Context: an optimization exercise on an open-source flow, tuned for small area. The choices shown serve that exercise and are no tape-out recipe.
In this exercise RTL edits were held to simulation tests only and were not proved equivalent to the original.
Power is estimated from default activity; no workload was simulated.

==> flow/design.v <==
package miner_pkg;
    localparam int TX_ID_WIDTH       = 256;
    localparam int MAX_TX_ID_DEFAULT = 4;
    localparam int TX_BUS_WIDTH      = TX_ID_WIDTH * MAX_TX_ID_DEFAULT;
    typedef enum logic {
        IDLE = 1'b0,
        RECV = 1'b1
    } collector_state_t;
endpackage
module byte_timeout_timer #(
    parameter int TIMEOUT_CYCLES = 1_000_000
) (
    input  logic clk,
    input  logic rst,
    input  logic clear,
    input  logic enable,
    output logic expired
);
    localparam logic [19:0] LIMIT_STATE = 20'hC3AF5;
    logic [19:0] r_lfsr;
    always_ff @(posedge clk) begin
        if (clear) begin
            r_lfsr <= 20'd0;
        end else begin
            r_lfsr <= {r_lfsr[18:0], ~(r_lfsr[19] ^ r_lfsr[16])};
        end
    end
    assign expired = enable && (r_lfsr == LIMIT_STATE);
endmodule
module tx_id_collector #(
    parameter int MAX_TX_ID      = miner_pkg::MAX_TX_ID_DEFAULT,
    parameter int TIMEOUT_CYCLES = 1_000_000
) (
    input  logic                                clk,
    input  logic                                rst,
    input  logic [7:0]                          rx_data,
    input  logic                                rx_valid,
    output logic [MAX_TX_ID*miner_pkg::TX_ID_WIDTH-1:0] TX_ID_input,
    output logic [7:0]                          total_TX_ID,
    output logic                                TX_ID_valid,
    output logic                                busy,
    output logic                                frame_error
);
    localparam int W = miner_pkg::TX_ID_WIDTH;
    logic              r_busy;
    logic [1:0]        r_m;         
    logic [4:0]        r_byte;      
    logic [1:0]        r_slot;      
    logic [4*W-1:0]    r_asm;
    logic [4*W-1:0]    r_txid;
    logic [2:0]        r_total;
    logic              r_tx_valid;
    logic              r_err;
    logic [4*W-1:0]    w_asm_next;
    logic              w_last;
    logic              w_done;
    logic              w_count_ok;
    logic              w_expired;
    byte_timeout_timer #(
        .TIMEOUT_CYCLES (TIMEOUT_CYCLES)
    ) u_timer (
        .clk     (clk),
        .rst     (rst),
        .clear   (rx_valid || !r_busy),
        .enable  (r_busy),
        .expired (w_expired)
    );
    assign w_count_ok = (rx_data[7:3] == 5'd0) && (rx_data[2:0] != 3'd0) &&
                        (rx_data[2:0] <= 3'd4);
    assign w_last     = (r_byte == 5'd31) && (r_slot == r_m);
    assign w_done     = r_busy && rx_valid && w_last;
    always_comb begin
        for (int s = 0; s < 4; s++) begin
            w_asm_next[s*W +: W] = {r_asm[s*W +: W-8], 8'h00};
            if (r_m == 2'(s)) begin
                w_asm_next[s*W +: 8] = rx_data;
            end else if (s < 3 && r_m > 2'(s)) begin
                w_asm_next[s*W +: 8] = r_asm[(s+1)*W + W-8 +: 8];
            end
        end
    end
    always_ff @(posedge clk) begin
        if (rx_valid) begin
            r_asm <= w_asm_next;
        end
    end
    always_ff @(posedge clk) begin
        if (!r_busy) begin
            r_byte <= 5'd0;
            r_slot <= 2'd0;
        end else if (rx_valid) begin
            r_byte <= r_byte + 5'd1;
            if (r_byte == 5'd31) begin
                r_slot <= r_slot + 2'd1;
            end
        end
    end
    always_ff @(posedge clk) begin
        if (!r_busy && rx_valid) begin
            r_m <= 2'(rx_data[2:0] - 3'd1);
        end
    end
    always_ff @(posedge clk or posedge rst) begin
        if (rst) begin
            r_txid  <= '0;
            r_total <= 3'd0;
        end else if (w_done) begin
            r_txid  <= w_asm_next;
            r_total <= 3'({1'b0, r_m}) + 3'd1;
        end
    end
    always_ff @(posedge clk or posedge rst) begin
        if (rst) begin
            r_busy     <= 1'b0;
            r_tx_valid <= 1'b0;
            r_err      <= 1'b0;
        end else begin
            r_tx_valid <= w_done;
            r_err      <= r_busy ? (!rx_valid && w_expired) : (rx_valid && !w_count_ok);
            if (!r_busy) begin
                r_busy <= rx_valid && w_count_ok;
            end else if (rx_valid ? w_last : w_expired) begin
                r_busy <= 1'b0;
            end
        end
    end
    assign TX_ID_input = r_txid;
    assign total_TX_ID = {5'd0, r_total};
    assign TX_ID_valid = r_tx_valid;
    assign frame_error = r_err;
    assign busy        = r_busy;
endmodule
==> flow/run.sh <==
#!/bin/bash
# synth_recipe.tcl (not shown) runs the flow's synth.tcl, then flattens the netlist and writes it again
# the make line also repeats each setting of config.mk as NAME=value (left out here)
make -C /OpenROAD-flow-scripts/flow DESIGN_CONFIG=/design/flow/config.mk WORK_HOME=/design/flow/orfs CLKGATE_MAP_FILE= SYNTH_SCRIPT=/design/flow/synth_recipe.tcl finish
==> flow/config.mk <==
export PLATFORM = sky130hd
export DESIGN_NAME = tx_id_collector
export DESIGN_NICKNAME = tx_id_collector
export VERILOG_FILES = /design/flow/design.v
export SDC_FILE = /design/flow/constraint.sdc
export NUM_CORES = 4
export LEC_CHECK = 0
export CAP_MARGIN = 20
export CORE_MARGIN = 2
export CORE_UTILIZATION = 40
export SLEW_MARGIN = 20
==> flow/constraint.sdc <==
create_clock -name core_clock -period 6.0 [get_ports {clk}]
set_input_delay 1.2000 -clock core_clock [delete_from_list [all_inputs] [get_ports {clk}]]
set_output_delay 1.2000 -clock core_clock [all_outputs]
set_load 0.01 [all_outputs]
==> impl_metrics.ini, run 1 <==
[floorplanning]
fp.dieArea_um2 = 188000
initial_core_util_pct = 40.3
die_w_um = 433
io_pins = 1046
core.rowCount = 157
coreArea_um2 = 183000
die_h_um = 433

[yosys]
synthTopCellsByArea = edfxtp_1, dfrtp_1, mux2_4, mux2_2, buf_6
synth_edf_count = 1018
syn_area_um2 = 73800
synthArstFlopShare_pct = 49.6
syn_avg_cell_area_um2 = 21.9
yosysSeqAreaShare_pct = 77.1
yosysMostFrequentCell = dfrtp_1
synth_common_cells = dfrtp_1, edfxtp_1, mux2_4, mux2_2, buf_6
synth.distinct_cells = 32
synth_top_cell_by_area = edfxtp_1
synth_flop_cell = dfrtp_1
syn_inst = 3372
ys_ff_latch = 2075
yosys_warnings = 3
netlist.area_leader.share_pct = 41.4

[worst_setup_path]
critPathKind = in2reg
cp-start-kind = input port
end_kind = register
critPathRequiredTime_ns = 6.71
arrival_ns = 4.04
critPathMaxFanout = 88

[routing]
drc = 0
wl_per_cell_um = 25.3
dr.first_iter.drc_count = 2124
ant_nets = 0
vias = 33700
drt_wl_total_um = 183000
dr.pass1.iters = 4
viasPerCell = 4.68

[timing]
slew_violations = 0
period_share_pct = 55.5
max_freq_ghz = 0.300
rsz0062_at_grt = no
hold_viol = 0
worst_slew_pin_slew_ns = 1.08
hold_ws_ns = 0.428
finClkSkew_ns = 0.0422
final-setup-viol-count = 0
setup_ws_ns = 2.67
fin_setup_tns_ns = 0
fin_crit_ns = 3.33
slew-limit-headroom_pct = 28.1

[layout]
final_cell_area_um2 = 94100
nNetsFinal = 4580
area_growth_pct = 27.6
drive_gt1_share_pct = 29.0
antenna_cells = 0
final_util_pct = 51.4

[global_routing]
grt_max_degree = 150
antenna_found_initial = 1
grt_pass1_wl_um = 261000
grt_pass1_vias = 35200
grtUsageTotal_pct = 19.1
grt-ovfl-total = 0

[clocking]
clk_latency_ns = 0.86
ctsResizeCount = 0
cts_buffers = 213
clock_path_buffers = 3
htreeDepth = 4
clockRootBuffer = clkbuf_16
holdBufCountCts = 0
cts.sinks = 2075
cts_setup_buffers = 0
tritoncts = done
clkTransAtPathRegs_ns = 0.06

[placement]
place_area_um2 = 86900
pre_cts_ws_ns = 1.77
routabilityCongestion = 0.796
io_buffer_count = 1040
post-dp-hpwl_um = 124000

[pwr]
power_density_nw_per_um2 = 314
peakVddDrop_v = 0.000243
leakage_uw = 0.0419

[run]
drv_cap = 0

[worst_hold_path]
hp-class = reg2reg

[status]
status = no timing/DRC/antenna violations
==> cells in the final DEF, fill, tap and decap left out, types with 15 or more instances in the layout <==
| cell | count |
|---|---|
| o21ai_0 | 17 |
| clkbuf_8 | 44 |
| edfxtp_1 | 1018 |
| buf_4 | 22 |
| dfxtp_1 | 27 |
| clkdlybuf4s50_1 | 1039 |
| clkinv_2 | 40 |
| nand2_1 | 37 |
| mux2_4 | 850 |
| mux2_2 | 134 |
| dfrtp_1 | 1030 |
| bufinv_16 | 15 |
| buf_12 | 34 |
| mux2_1 | 50 |
| clkbuf_1 | 59 |
| and2_1 | 27 |
| clkbuf_16 | 213 |
==> final timing paths <==
check | start | cells after the start | slack [ns] | end
worst max-delay path | rx_valid | 7 | 2.67 | r_txid[74]
worst min-delay path | r_asm[986] | 0 | 0.43 | r_asm[994]
min in group asynchronous | rst | 2 | 0.90 | r_txid[244]
max in group asynchronous | rst | 4 | 3.68 | r_txid[628]
worst max register to register | r_byte[0] | 9 | 2.95 | r_txid[74]
worst min register to register | r_asm[986] | 0 | 0.43 | r_asm[994]
==> cell families (layout without fill, tap and decap cells) <==
group,Yosys count,in the layout,share of synthesized area [%]
AO/OA/AOI/OAI,19,19,0.137
XOR/XNOR,9,9,0.117
adder cells (fa/ha/maj),8,8,0.136
buffers and inverters,135,1512,1.76
flip-flops,2075,2075,77.1
multiplexers,1036,1036,20.1
other,1,5,0.00508
AND/OR/NAND/NOR,89,89,0.602
==> per-layer routing <==
layer	up-vias	track usage (%)	wire (um)
met3	280	5.51	11100
met2	811	32.3	92200
met5	-	0	0
met1	17800	23.0	72200
met4	0	7.47	7120
li1	14900	-	-
==> through the flow <==
stage / instances / total power (uW)
6_report: 7217 / 29600
5_1_grt: 7217 / 30600
4_1_cts: 7217 / 30000
3_5_place_dp: 6810 / 16400
3_3_place_gp: 6810 / 16400
2_1_floorplan: 3376 / 16000
==> registers in the layout, indices dropped and copies added (netlist names) <==
| register | cells |
|---|---|
| r_txid | 1024 |
| r_asm | 1016 |
| u_timer.r_lfsr | 20 |
| r_byte | 5 |
| r_total | 3 |
| r_m | 2 |
| r_slot | 2 |
| r_busy | 1 |
| r_err | 1 |
| r_tx_valid | 1 |
==> report_power, final <==
group	total [uW]	internal, uW	switching, uW
logic	438	72.6	366
registers	15700	15400	255
clock network	13500	7800	5660
total	29600	23300	6280
==> critical path, cell delays in order <==
cell and delay (ns):
buf_8 0.48, and2_2 0.31, nand4_1 0.61, buf_12 0.41, buf_4 0.23, buf_12 0.24, mux2_4 0.35
==> cell type report <==
cell class	count	area, um^2
clock inverter	91	1080
multi-input combinational	1166	15600
timing repair buffer	1096	11300
clock buffer	316	6160
tap	2464	3080
sequential	2075	56900
fill	14800	89000
inverter	9	37.5
==> run 2, diff against run 1 <==
--- a/flow/design.v
+++ b/flow/design.v
@@ -52,6 +52,8 @@
     logic              r_tx_valid;
     logic              r_err;
     logic [4*W-1:0]    w_asm_next;
+    logic [4*W-1:0]    w_asm_d;
+    logic [4*W-1:0]    w_txid_d;
     logic              w_last;
     logic              w_done;
     logic              w_count_ok;
@@ -79,10 +81,15 @@
             end
         end
     end
+    hold_mux #(.W(4*W)) u_asm_mux (
+        .sel   (rx_valid),
+        .sel_n (!rx_valid),
+        .a     (w_asm_next),
+        .b     (r_asm),
+        .y     (w_asm_d)
+    );
     always_ff @(posedge clk) begin
-        if (rx_valid) begin
-            r_asm <= w_asm_next;
-        end
+        r_asm <= w_asm_d;
     end
     always_ff @(posedge clk) begin
         if (!r_busy) begin
@@ -100,12 +107,24 @@
             r_m <= 2'(rx_data[2:0] - 3'd1);
         end
     end
+    hold_mux #(.W(4*W)) u_txid_mux (
+        .sel   (w_done),
+        .sel_n (!w_done),
+        .a     (w_asm_next),
+        .b     (r_txid),
+        .y     (w_txid_d)
+    );
     always_ff @(posedge clk or posedge rst) begin
         if (rst) begin
-            r_txid  <= '0;
+            r_txid <= '0;
+        end else begin
+            r_txid <= w_txid_d;
+        end
+    end
+    always_ff @(posedge clk or posedge rst) begin
+        if (rst) begin
             r_total <= 3'd0;
         end else if (w_done) begin
-            r_txid  <= w_asm_next;
             r_total <= 3'({1'b0, r_m}) + 3'd1;
         end
     end
@@ -130,3 +149,14 @@
     assign frame_error = r_err;
     assign busy        = r_busy;
 endmodule
+module hold_mux #(
+    parameter int W = 1
+) (
+    input  logic         sel,
+    input  logic         sel_n,
+    input  logic [W-1:0] a,
+    input  logic [W-1:0] b,
+    output logic [W-1:0] y
+);
+    assign y = ({W{sel}} & a) | ({W{sel_n}} & b);
+endmodule
--- a/flow/config.mk
+++ b/flow/config.mk
@@ -7,5 +7,6 @@
 export LEC_CHECK = 0
 export CAP_MARGIN = 20
 export CORE_MARGIN = 2
-export CORE_UTILIZATION = 40
+export CORE_UTILIZATION = 60
 export SLEW_MARGIN = 20
+export SYNTH_HIERARCHICAL = 1
==> impl_metrics.ini, run 2 <==
[clocking]
htreeDepth = 4
cts.sinks = 2075
clkTransAtPathRegs_ns = 0.06
clk_latency_ns = 0.79
cts_setup_buffers = 0
clockRootBuffer = clkbuf_16
clock_path_buffers = 3
holdBufCountCts = 0
ctsResizeCount = 0
cts_buffers = 196
tritoncts = done

[pwr]
power.internal_uw = 22500
peakVddDrop_v = 0.000330
power_frac_comb_pct = 4.2
p_seq_share_pct = 53.4
switching_share_pct = 22.5
p_switching_uw = 6550
leakage_uw = 0.0371
power_density_nw_per_um2 = 342
clkPwrFrac_pct = 42.4

[layout]
top_register = r_txid
nNetsFinal = 5553
reg.largest.list = r_txid (1024), r_asm (1016), u_timer.r_lfsr (20)
drive_gt1_share_pct = 6.26
ff_latch_area_um2 = 46700
area_growth_pct = 23.2
instances_no_fill = 7216
final_cell_mix = a22o_1, dfxtp_1, clkdlybuf4s50_1, dfrtp_1, clkbuf_16
final_common_cell = a22o_1
largest_reg_flops = 1024
nFillCells = 7517
multi_input_area_um2 = 18800
antenna_cells = 0

[global_routing]
antenna_found_initial = 6
grt-ovfl-total = 0
grt_max_degree = 231
grt_pass1_wl_um = 302000
grtUsageTotal_pct = 34.0
grt_pass1_vias = 43700

[yosys]
syn_avg_cell_area_um2 = 14.6
syn_inst = 4715
yosys_warnings = 9
syn_area_um2 = 69000

[floorplanning]
die_h_um = 343
die_w_um = 343
fp.dieArea_um2 = 118000
core.rowCount = 124
coreArea_um2 = 114000
initial_core_util_pct = 60.4
io_pins = 1046

[worst_setup_path]
reg2reg_from = r_byte[0]
path_cells = buf_8, nand3_4, or3_4, inv_8, buf_12, a22o_1
cp_num_buf_inv = 3
critPathLaunch = rx_valid
critPathRequiredTime_ns = 6.71
crit_family = buffers and inverters
end_kind = register
slowest_stage = inv_8
max_stage_delay_ns = 0.70
critPathMaxFanout = 121
cp-start-kind = input port
critPathKind = in2reg
arrival_ns = 4.27

[timing]
fin_crit_ns = 3.56
hold_viol = 0
hold_ws_ns = 0.458
period_share_pct = 59.3
fin_setup_tns_ns = 0
max_freq_ghz = 0.281
worst_slew_pin_slew_ns = 1.27
finClkSkew_ns = 0.0206
slew_violations = 0
slew-limit-headroom_pct = 15.5
final-setup-viol-count = 0
rsz0062_at_grt = no

[routing]
drc = 0
wl_per_cell_um = 28.6
dr.pass1.iters = 5
vias = 46000
drt_wl_total_um = 207000
dr.first_iter.drc_count = 4425
ant_nets = 0
viasPerCell = 6.37

[run]
drv_cap = 0

[worst_hold_path]
worstHoldStart = u_timer.r_lfsr[4]
hp-class = reg2reg

[placement]
post-dp-hpwl_um = 135000
routabilityCongestion = 0.882
dp_cells = 6848
io_buffer_count = 1040

[status]
status = no timing/DRC/antenna violations
[run 2: cell types whose count changed in the layout (fill, tap and decap cells not counted), sizes merged, moves of 9 or more]
cell and delta:
a22o +2048, mux2 -1024, dfxtp +1016, edfxtp -1016, clkinv -33, nor2b +21
nand2 -18, and2 -15, clkbuf +12, buf -10, inv -10, o21ai -9
[run 2: cell type report]
cell class                      count  area share [%]
Multi-Input combinational cell   2167            22.1
Sequential cell                  2075            55.0
Timing Repair Buffer             1086            13.1
Inverter                            8          0.0574
Tap cell                         1512            2.23
Clock inverter                     40           0.458
Clock buffer                      328            7.13
[run 2: metrics by stage]
stage               total power, uW  worst slack (ns)  instance area [um^2]  util (%)
finish                        29100              2.44                 85000      74.4
global route                  29900              2.28                 85000      74.4
CTS                           29100              2.46                 85000      74.4
detailed placement            17000              1.76                 78600      68.8
global placement              16900              1.80                 78600      68.8
floorplan                     16500             -9.40                 69000         -
[run 2: path summary, 6_finish.rpt]
path	to	slack, ns	cells after the start
min in group asynchronous	r_txid[593]	0.93	2
hold / removal	u_timer.r_lfsr[5]	0.46	1
hold reg to reg	u_timer.r_lfsr[5]	0.46	1
setup reg to reg	r_txid[878]	2.58	8
max in group asynchronous	r_txid[239]	3.60	3
setup / recovery	r_txid[878]	2.44	6
[run 2: per-layer routing]
layer,GRT usage (%),vias to the layer above,routed length (um)
li1,-,20000,-
met1,45.7,23700,83300
met2,50.3,1846,94100
met3,10.0,394,17800
met4,17.9,12,11500
met5,0,-,73
[run 2: power by group through the flow]
stage,clock [uW],combinational (uW),sequential [uW]
floorplan,0,1060,15500
global placement,0,1170,15700
detailed placement,0,1200,15800
CTS,12400,1220,15500
global route,13000,1330,15600
finish,12300,1220,15500
==> run 3, diff against run 2 <==
==> flow/flow/run.sh (new file) <==
#!/bin/bash
# Standard ORFS layout with smaller port buffers and a lighter clock tree.
set -euo pipefail
cd "$(dirname "$0")/.."
export BUFFER_PORTS_ARGS="-buffer_cell sky130_fd_sc_hd__buf_1"
export CTS_ARGS="-sink_clustering_enable -repair_clock_nets -dont_use_dummy_load -buf_list sky130_fd_sc_hd__clkbuf_4"
bash standard.sh > standard_flow.log 2>&1
==> flow/standard.sh (new file) <==
#!/bin/bash
# synth_recipe.tcl (not shown) runs the flow's synth.tcl, then flattens the netlist and writes it again
# the make line also repeats each setting of config.mk as NAME=value (left out here)
make -C /OpenROAD-flow-scripts/flow DESIGN_CONFIG=/design/flow/config.mk WORK_HOME=/design/flow/orfs CLKGATE_MAP_FILE= SYNTH_SCRIPT=/design/flow/synth_recipe.tcl "${@:-finish}"
removed: flow/run.sh
==> impl_metrics.ini, run 3 <==
[global_routing]
grt_pass1_vias = 45600
grt-ovfl-total = 0
antenna_found_initial = 7
grt_max_degree = 233
grt_pass1_wl_um = 300000
grtUsageTotal_pct = 33.6

[worst_setup_path]
cp-start-kind = register
slowest_stage = dfrtp_1
critPathKind = reg2out
reg2reg_from = r_byte[0]
rr_endpoint = r_txid[411]
crit_family = flip-flops
max_stage_delay_ns = 0.69
r2r_setup_slack_ns = 2.57
critPathRequiredTime_ns = 4.80
path_cells = buf_1
arrival_ns = 2.25
end_kind = primary output
reg2regPathDepth = 8
critPathMaxFanout = 16
cp_num_buf_inv = 1

[clocking]
tritoncts = done
cts_buffers = 533
clk_latency_ns = 1.25
cts.sinks = 2075
cts_setup_buffers = 0
clkTransAtPathRegs_ns = 0.07
ctsResizeCount = 0
clock_path_buffers = 4
htreeDepth = 6
clockRootBuffer = clkbuf_4

[timing]
period_share_pct = 57.5
rsz0062_at_grt = no
hold_ws_ns = 0.424
finClkSkew_ns = 0.0837
hold_viol = 0
max_freq_ghz = 0.290
fin_setup_tns_ns = 0
final-setup-viol-count = 0
slew-limit-headroom_pct = 14.8
slew_violations = 0
fin_crit_ns = 3.45
worst_slew_pin_slew_ns = 1.28

[layout]
area_growth_pct = 10.4
nNetsFinal = 5904
reg.largest.list = r_txid (1024), r_asm (1016), u_timer.r_lfsr (20)
largest_reg_flops = 1024
final_common_cell = a22o_1
final_cell_area_um2 = 76200
multi_input_area_um2 = 18800
nFillCells = 8767
final_cell_mix = a22o_1, dfxtp_1, buf_1, dfrtp_1, clkbuf_4
drive_gt1_share_pct = 10.4
final_util_pct = 66.7
top_register = r_txid
ff_latch_area_um2 = 46700

[floorplanning]
io_pins = 1046
coreArea_um2 = 114000
core.rowCount = 124
die_w_um = 343
die_h_um = 343
fp.dieArea_um2 = 118000
initial_core_util_pct = 60.4

[placement]
routabilityCongestion = 0.852
post-dp-hpwl_um = 133000
io_buffer_count = 1040
place_area_um2 = 72200

[run]
drv_cap = 0

[worst_hold_path]
worstHoldStart = u_timer.r_lfsr[8]
min_to = u_timer.r_lfsr[9]
hp-class = reg2reg
hold-path-cell-count = 1

[yosys]
syn_avg_cell_area_um2 = 14.6
syn_area_um2 = 69000
yosys_warnings = 9
syn_inst = 4715

[pwr]
power_density_nw_per_um2 = 337
peakVddDrop_v = 0.000190
leakage_uw = 0.0341

[routing]
wl_per_cell_um = 27.6
drt_wl_total_um = 204000
drc = 0
vias = 46800
dr.pass1.iters = 5
ant_nets = 0
dr.first_iter.drc_count = 4480
viasPerCell = 6.33

[status]
status = no timing/DRC/antenna violations
==> run 3: final cells by class <==
cell class | instances | share of cell area, %
well taps | 1512 | 2.48
clock buffers | 533 | 5.25
flip-flops and latches | 2075 | 61.3
repair buffers | 1100 | 6.23
multi-input cells | 2167 | 24.7
inverters | 8 | 0.0640
diodes | 4 | 0.0131
==> run 3: how the worst max path moves through the flow <==
stage / slack (ns) / cells past startpoint / end / from
4_1_cts: 2.43 / 1 / busy / r_busy
2_1_floorplan: -9.40 / 1 / r_busy / rst
6_report: 2.55 / 1 / busy / r_busy
5_1_grt: 2.34 / 8 / r_txid[390] / r_byte[0]
3_5_place_dp: 2.02 / 6 / r_txid[394] / rx_valid
3_3_place_gp: 2.03 / 6 / r_txid[389] / rx_valid
==> run 3: per-layer routing <==
layer,up-vias,share of wire (%),track usage [%]
met4,10,4.7,17.8
met3,316,8.6,11.1
met2,1893,46,48.8
met5,-,0.034,0
li1,20600,-,-
met1,24000,41,44.9
==> run 3: report_power, final <==
| group | total [uW] | internal [uW] | switching [uW] |
|---|---|---|---|
| clock | 8920 | 4060 | 4860 |
| combinational | 1210 | 630 | 583 |
| sequential | 15500 | 14700 | 798 |
==> run 3: repair_timing <==
item | in CTS | in global routing
hold buffers | 1 | 0
hold endpoints to repair | 9 | 0
setup endpoints to repair | 0 | 0
==> run 3: stage by stage <==
step / setup WS, ns / total power (uW) / std cells
floorplan: -9.40 / 16500 / 4719
global placement: 2.03 / 16900 / 6861
detailed placement: 2.02 / 17000 / 6861
CTS: 2.43 / 25800 / 7395
global route: 2.34 / 26800 / 7397
finish: 2.55 / 25700 / 7399
==> run 4, diff against run 3 <==
==> flow/flow/run.sh (replaced) <==
#!/bin/bash
# The standard ORFS layout (standard.sh), with two changes:
#  - ports are buffered with the smallest buffer (buf_1) instead of the
#    buffer that buffer_ports picks by default;
#  - clock tree: clkbuf_8 buffers, sinks clustered 16 to a buffer within
#    60 um, and no dummy loads.
# The whole make output goes to standard_flow.log; ORFS keeps each step's
# log under orfs/logs/.
set -euo pipefail
cd "$(dirname "$0")/.."
export BUFFER_PORTS_ARGS="-buffer_cell sky130_fd_sc_hd__buf_1"
export CTS_ARGS="-sink_clustering_enable -repair_clock_nets -dont_use_dummy_load -buf_list sky130_fd_sc_hd__clkbuf_8 -sink_clustering_size 16 -sink_clustering_max_diameter 60"
bash standard.sh > standard_flow.log 2>&1
--- a/flow/config.mk
+++ b/flow/config.mk
@@ -7,6 +7,6 @@
 export LEC_CHECK = 0
 export CAP_MARGIN = 20
 export CORE_MARGIN = 2
-export CORE_UTILIZATION = 60
+export CORE_UTILIZATION = 70
 export SLEW_MARGIN = 20
 export SYNTH_HIERARCHICAL = 1
==> impl_metrics.ini, run 4 <==
[status]
status = no timing/DRC/antenna violations

[layout]
ff_latch_area_um2 = 46700
final_cell_area_um2 = 73800
nNetsFinal = 5507
final_common_cell = a22o_1
nFillCells = 6504
largest_reg_flops = 1024
area_growth_pct = 6.97
top_register = r_txid
multi_input_area_um2 = 18800
final_cell_mix = a22o_1, dfxtp_1, buf_1, dfrtp_1, clkbuf_8
reg.largest.list = r_txid (1024), r_asm (1016), u_timer.r_lfsr (20)
drive_gt1_share_pct = 3.92

[floorplanning]
die_h_um = 318
core.rowCount = 115
initial_core_util_pct = 70.4
coreArea_um2 = 98000
die_w_um = 318
fp.dieArea_um2 = 101000
io_pins = 1046

[yosys]
yosys_warnings = 9
syn_area_um2 = 69000
syn_inst = 4715
syn_avg_cell_area_um2 = 14.6

[routing]
dr.pass1.iters = 6
dr.first_iter.drc_count = 5780
viasPerCell = 6.72
ant_nets = 0
vias = 45500
wl_per_cell_um = 29.0
drc = 0
drt_wl_total_um = 196000

[timing]
final-setup-viol-count = 0
finClkSkew_ns = 0.0532
slew_violations = 0
max_freq_ghz = 0.283
fin_setup_tns_ns = 0
rsz0062_at_grt = no
fin_crit_ns = 3.53
hold_viol = 0
period_share_pct = 58.9
worst_slew_pin_slew_ns = 1.32
slew-limit-headroom_pct = 12.1

[worst_setup_path]
max_stage_delay_ns = 0.84
cp-start-kind = register
path_cells = ha_1, and3_1, ha_1, nand3_4, or3_4, buf_4, buf_4, a22o_1
end_kind = register
critPathRequiredTime_ns = 6.79
reg2reg_from = r_byte[0]
critPathMaxFanout = 88
r2r_setup_slack_ns = 2.47
rr_endpoint = r_txid[215]
critPathKind = reg2reg
arrival_ns = 4.32
reg2regPathDepth = 8
slowest_stage = buf_4

[clocking]
cts.sinks = 2075
holdBufCountCts = 0
tritoncts = done
clk_latency_ns = 0.87
cts_buffers = 149
htreeDepth = 4
clkTransAtPathRegs_ns = 0.10
ctsResizeCount = 0
cts_setup_buffers = 0
clock_path_buffers = 3
clockRootBuffer = clkbuf_8

[global_routing]
grt_pass1_vias = 42900
grt_pass1_wl_um = 290000
grt_max_degree = 240
grtUsageTotal_pct = 37.7
grt-ovfl-total = 0
antenna_found_initial = 7

[run]
drv_cap = 0

[worst_hold_path]
min_to = u_timer.r_lfsr[8]
hp-class = reg2reg
hold-path-cell-count = 1
worstHoldStart = u_timer.r_lfsr[7]

[placement]
place_area_um2 = 71700
routabilityCongestion = 0.913
io_buffer_count = 1040
post-dp-hpwl_um = 129000

[pwr]
peakVddDrop_v = 0.000201
power_density_nw_per_um2 = 313
leakage_uw = 0.0326
[run 4: final cells by class]
class	instances	area share (%)
clock buffer	149	2.78
sequential	2075	63.3
inverter	8	0.0661
tap	1287	2.18
multi-input combinational	2167	25.5
timing repair buffer	1087	6.21
antenna	4	0.0136
[run 4: how the worst max path moves through the flow]
stage	depth (start not counted)	slack, ns	end	start
global placement	5	2.02	r_asm[379]	rx_valid
global route	8	2.27	r_txid[195]	r_byte[0]
detailed placement	5	2.00	r_asm[378]	rx_valid
floorplan	1	-9.40	r_busy	rst
CTS	8	2.50	r_txid[256]	r_byte[0]
finish	8	2.47	r_txid[215]	r_byte[0]
[run 4: per-stage QoR]
step / util (%) / std cells / power, uW / hold slack, ns / worst slack, ns
after floorplan: - / 4719 / 16500 / 0.428 / -9.40
after global placement: 73.2 / 6623 / 16900 / 0.436 / 2.02
after detailed placement: 73.2 / 6623 / 16900 / 0.452 / 2.00
after CTS: 75.3 / 6772 / 23100 / 0.411 / 2.50
after global routing: 75.3 / 6776 / 23900 / 0.453 / 2.27
final: 75.3 / 6777 / 23100 / 0.439 / 2.47
[run 4: critical path, delay by kind of cell, from the launching register on]
family / cells / cell delay [ns]
AO/OA/AOI/OAI: 1 / 0.25
buffers and inverters: 2 / 1.47
AND/OR/NAND/NOR: 3 / 0.88
adder cells (fa/ha/maj): 2 / 0.47
flip-flops: 1 / 0.34
[run 4: layer usage]
| metal | routed length [um] | track usage, % | vias up |
|---|---|---|---|
| met2 | 87200 | 54.7 | 1935 |
| met4 | 13600 | 23.2 | 10 |
| li1 | - | - | 19600 |
| met3 | 17000 | 10.8 | 427 |
| met5 | 58 | 0 | - |
| met1 | 78600 | 50.8 | 23600 |
[run 4: where the power goes]
group	total [uW]	switching [uW]	internal [uW]
sequential	15500	802	14700
combinational	1200	576	628
clock	6360	4130	2240
total	23100	5500	17600
==> run 5, diff against run 4 <==
--- a/flow/design.v
+++ b/flow/design.v
@@ -71,14 +71,28 @@
                         (rx_data[2:0] <= 3'd4);
     assign w_last     = (r_byte == 5'd31) && (r_slot == r_m);
     assign w_done     = r_busy && rx_valid && w_last;
+    logic [3:0] w_is_m;     
+    logic [3:0] w_above;    
+    logic [7:0] w_bot [4];
     always_comb begin
         for (int s = 0; s < 4; s++) begin
-            w_asm_next[s*W +: W] = {r_asm[s*W +: W-8], 8'h00};
-            if (r_m == 2'(s)) begin
-                w_asm_next[s*W +: 8] = rx_data;
-            end else if (s < 3 && r_m > 2'(s)) begin
-                w_asm_next[s*W +: 8] = r_asm[(s+1)*W + W-8 +: 8];
-            end
+            w_is_m[s]  = (r_m == 2'(s));
+            w_above[s] = (r_m > 2'(s));
+        end
+    end
+    for (genvar s = 0; s < 3; s++) begin : g_bot
+        hold_mux #(.W(8)) u_bot (
+            .sel   (w_is_m[s]),
+            .sel_n (w_above[s]),
+            .a     (rx_data),
+            .b     (r_asm[(s+1)*W + W-8 +: 8]),
+            .y     (w_bot[s])
+        );
+    end
+    assign w_bot[3] = {8{w_is_m[3]}} & rx_data;
+    always_comb begin
+        for (int s = 0; s < 4; s++) begin
+            w_asm_next[s*W +: W] = {r_asm[s*W +: W-8], w_bot[s]};
         end
     end
     hold_mux #(.W(4*W)) u_asm_mux (
==> impl_metrics.ini, run 5 <==
[timing]
period_share_pct = 62.1
slew_violations = 0
worst_slew_pin_slew_ns = 1.06
slew-limit-headroom_pct = 29.1
finClkSkew_ns = 0.0394
max_freq_ghz = 0.268
final-setup-viol-count = 0
setup_ws_ns = 2.27
hold_viol = 0
fin_crit_ns = 3.73
rsz0062_at_grt = no

[worst_setup_path]
critPathRequiredTime_ns = 6.79
cp-start-kind = register
critPathLaunch = r_byte[0]
end_kind = register
reg2regPathDepth = 8
critPathMaxFanout = 81
r2r_setup_slack_ns = 2.27
rr_endpoint = r_txid[719]
arrival_ns = 4.52
reg2reg_from = r_byte[0]
critPathKind = reg2reg

[global_routing]
grt_pass1_vias = 42900
grtUsageTotal_pct = 38.2
grt_use_met3_pct = 11.0
grt_max_degree = 208
grt.busiest_layer = met2
use_met1_pct = 51.7
grt_pass1_wl_um = 292000
met2_usage_pct = 54.8
grt-ovfl-total = 0
antenna_found_initial = 6

[worst_hold_path]
hold-path-cell-count = 1
worstHoldStart = u_timer.r_lfsr[3]
min_to = u_timer.r_lfsr[4]
hp-class = reg2reg

[clocking]
ctsResizeCount = 0
cts.sinks = 2075
cts_setup_buffers = 0
cts_buffers = 149
clockRootBuffer = clkbuf_8
tritoncts = done
htreeDepth = 4
clkTransAtPathRegs_ns = 0.09
clk_latency_ns = 0.86
clock_path_buffers = 3
holdBufCountCts = 0

[floorplanning]
core.rowCount = 115
fp.dieArea_um2 = 101000
die_h_um = 318
io_pins = 1046
initial_core_util_pct = 70.4
coreArea_um2 = 98000
die_w_um = 318

[placement]
io_buffer_count = 1040
post-dp-hpwl_um = 134000
pre_cts_ws_ns = 1.85
place_area_um2 = 71800
routabilityCongestion = 0.991
dp_cells = 6620

[routing]
drt_wl_total_um = 199000
wl_per_cell_um = 29.3
dr.pass1.iters = 6
drc = 0
ant_nets = 0
vias = 45900
viasPerCell = 6.78
dr.first_iter.drc_count = 5223

[layout]
final_util_pct = 75.4
instances_no_fill = 6771
final_common_cell = a22o_1
top_register = r_txid
final_cell_area_um2 = 73900
nNetsFinal = 5502
area_growth_pct = 7.13
largest_reg_flops = 1024
drive_gt1_share_pct = 3.98
final_cell_mix = a22o_1, dfxtp_1, buf_1, dfrtp_1, clkbuf_8
reg.largest.list = r_txid (1024), r_asm (1016), u_timer.r_lfsr (20)

[yosys]
yosys_warnings = 10
syn_avg_cell_area_um2 = 14.7
syn_area_um2 = 69000
syn_inst = 4701

[pwr]
power_density_nw_per_um2 = 311
leakage_uw = 0.0327
peakVddDrop_v = 0.000245

[run]
drv_cap = 0

[status]
status = no timing/DRC/antenna violations
-- run 5: critical path: stages, from the launching register on --
cell and delay [ns]:
dfxtp_1 0.34, ha_1 0.21, and3_1 0.15, ha_1 0.31
nand3_4 0.14, or3_4 0.76, buf_4 0.58, buf_4 0.77
a22o_1 0.27
-- run 5: metal layers --
layer	wire, um	up-vias	share of wire [%]
li1	-	19600	-
met1	79100	23700	40
met2	88000	2155	44
met3	17900	432	9.0
met4	13600	0	6.8
met5	0	-	0
-- run 5: stage by stage --
| stage | power, uW | setup TNS (ns) | hold WS, ns |
|---|---|---|---|
| 2_1_floorplan | 16500 | -9679.80 | 0.428 |
| 3_3_place_gp | 16800 | 0 | 0.438 |
| 3_5_place_dp | 16900 | 0 | 0.446 |
| 4_1_cts | 23000 | 0 | 0.444 |
| 5_1_grt | 23700 | 0 | 0.445 |
| 6_report | 23000 | 0 | 0.452 |
-- run 5: final cells by class --
type	instances	area, um^2
well taps	1287	1610
fillers	6446	24100
diodes	2	5.00
multi-input cells	2150	18700
clock buffers	149	2050
flip-flops and latches	2075	46700
repair buffers	1099	4740
inverters	9	52.6
-- run 5: worst max-delay path by stage --
stage	end	slack (ns)	cells after the start
after floorplan	r_busy	-9.40	1
after global placement	r_asm[900]	1.88	5
after detailed placement	r_asm[879]	1.85	5
after CTS	r_txid[593]	2.35	8
after global routing	r_txid[594]	2.06	8
final	r_txid[719]	2.27	8
-- run 5: power breakdown --
part | switching (uW) | leakage [uW] | internal, uW
Sequential | 769 | 0.0229 | 14700
Clock | 4120 | 0.00107 | 2240
Combinational | 580 | 0.00872 | 607

## static timing again, ports no longer ideal
In the flow no input, the clock included, has a driving cell. The finished layouts below were timed again as built, in two steps. Step 1 (the two cells are an assumption about what drives the block):
set clk [get_ports {clk}]
set_driving_cell -lib_cell sky130_fd_sc_hd__clkbuf_16 $clk
set_driving_cell -lib_cell sky130_fd_sc_hd__buf_2 [delete_from_list [all_inputs] $clk]
Step 2 moves the port delays by t, midway between the first and last clock arrival at a register: inputs arrive t later, outputs are due t later. That takes back most of the time a late clock gives input paths. Three values: ideal ports, drivers, drivers and shift; two values: the first two.
run | shift t [ns] | setup WS [ns] | worst setup path after step 2 | worst data-port slew with drivers (ns)
run 1 | 0.916 | 2.672 / 2.635 / 1.763 | input to register | 0.11
run 2 | 0.858 | 2.444 / 2.413 / 1.622 | input to register | 0.12
run 3 | 1.282 | 2.549 / 2.467 / 1.959 | input to register | 0.11
run 4 | 0.911 | 2.468 / 2.468 / 1.839 | input to register | 0.12
run 5 | 0.920 | 2.275 / 2.275 / 1.701 | input to register | 0.10
After both steps every run listed still meets setup and hold. For run 1, which loses most, drivers alone change the setup slack by -0.037 ns; drivers and shift together by -0.909 ns.
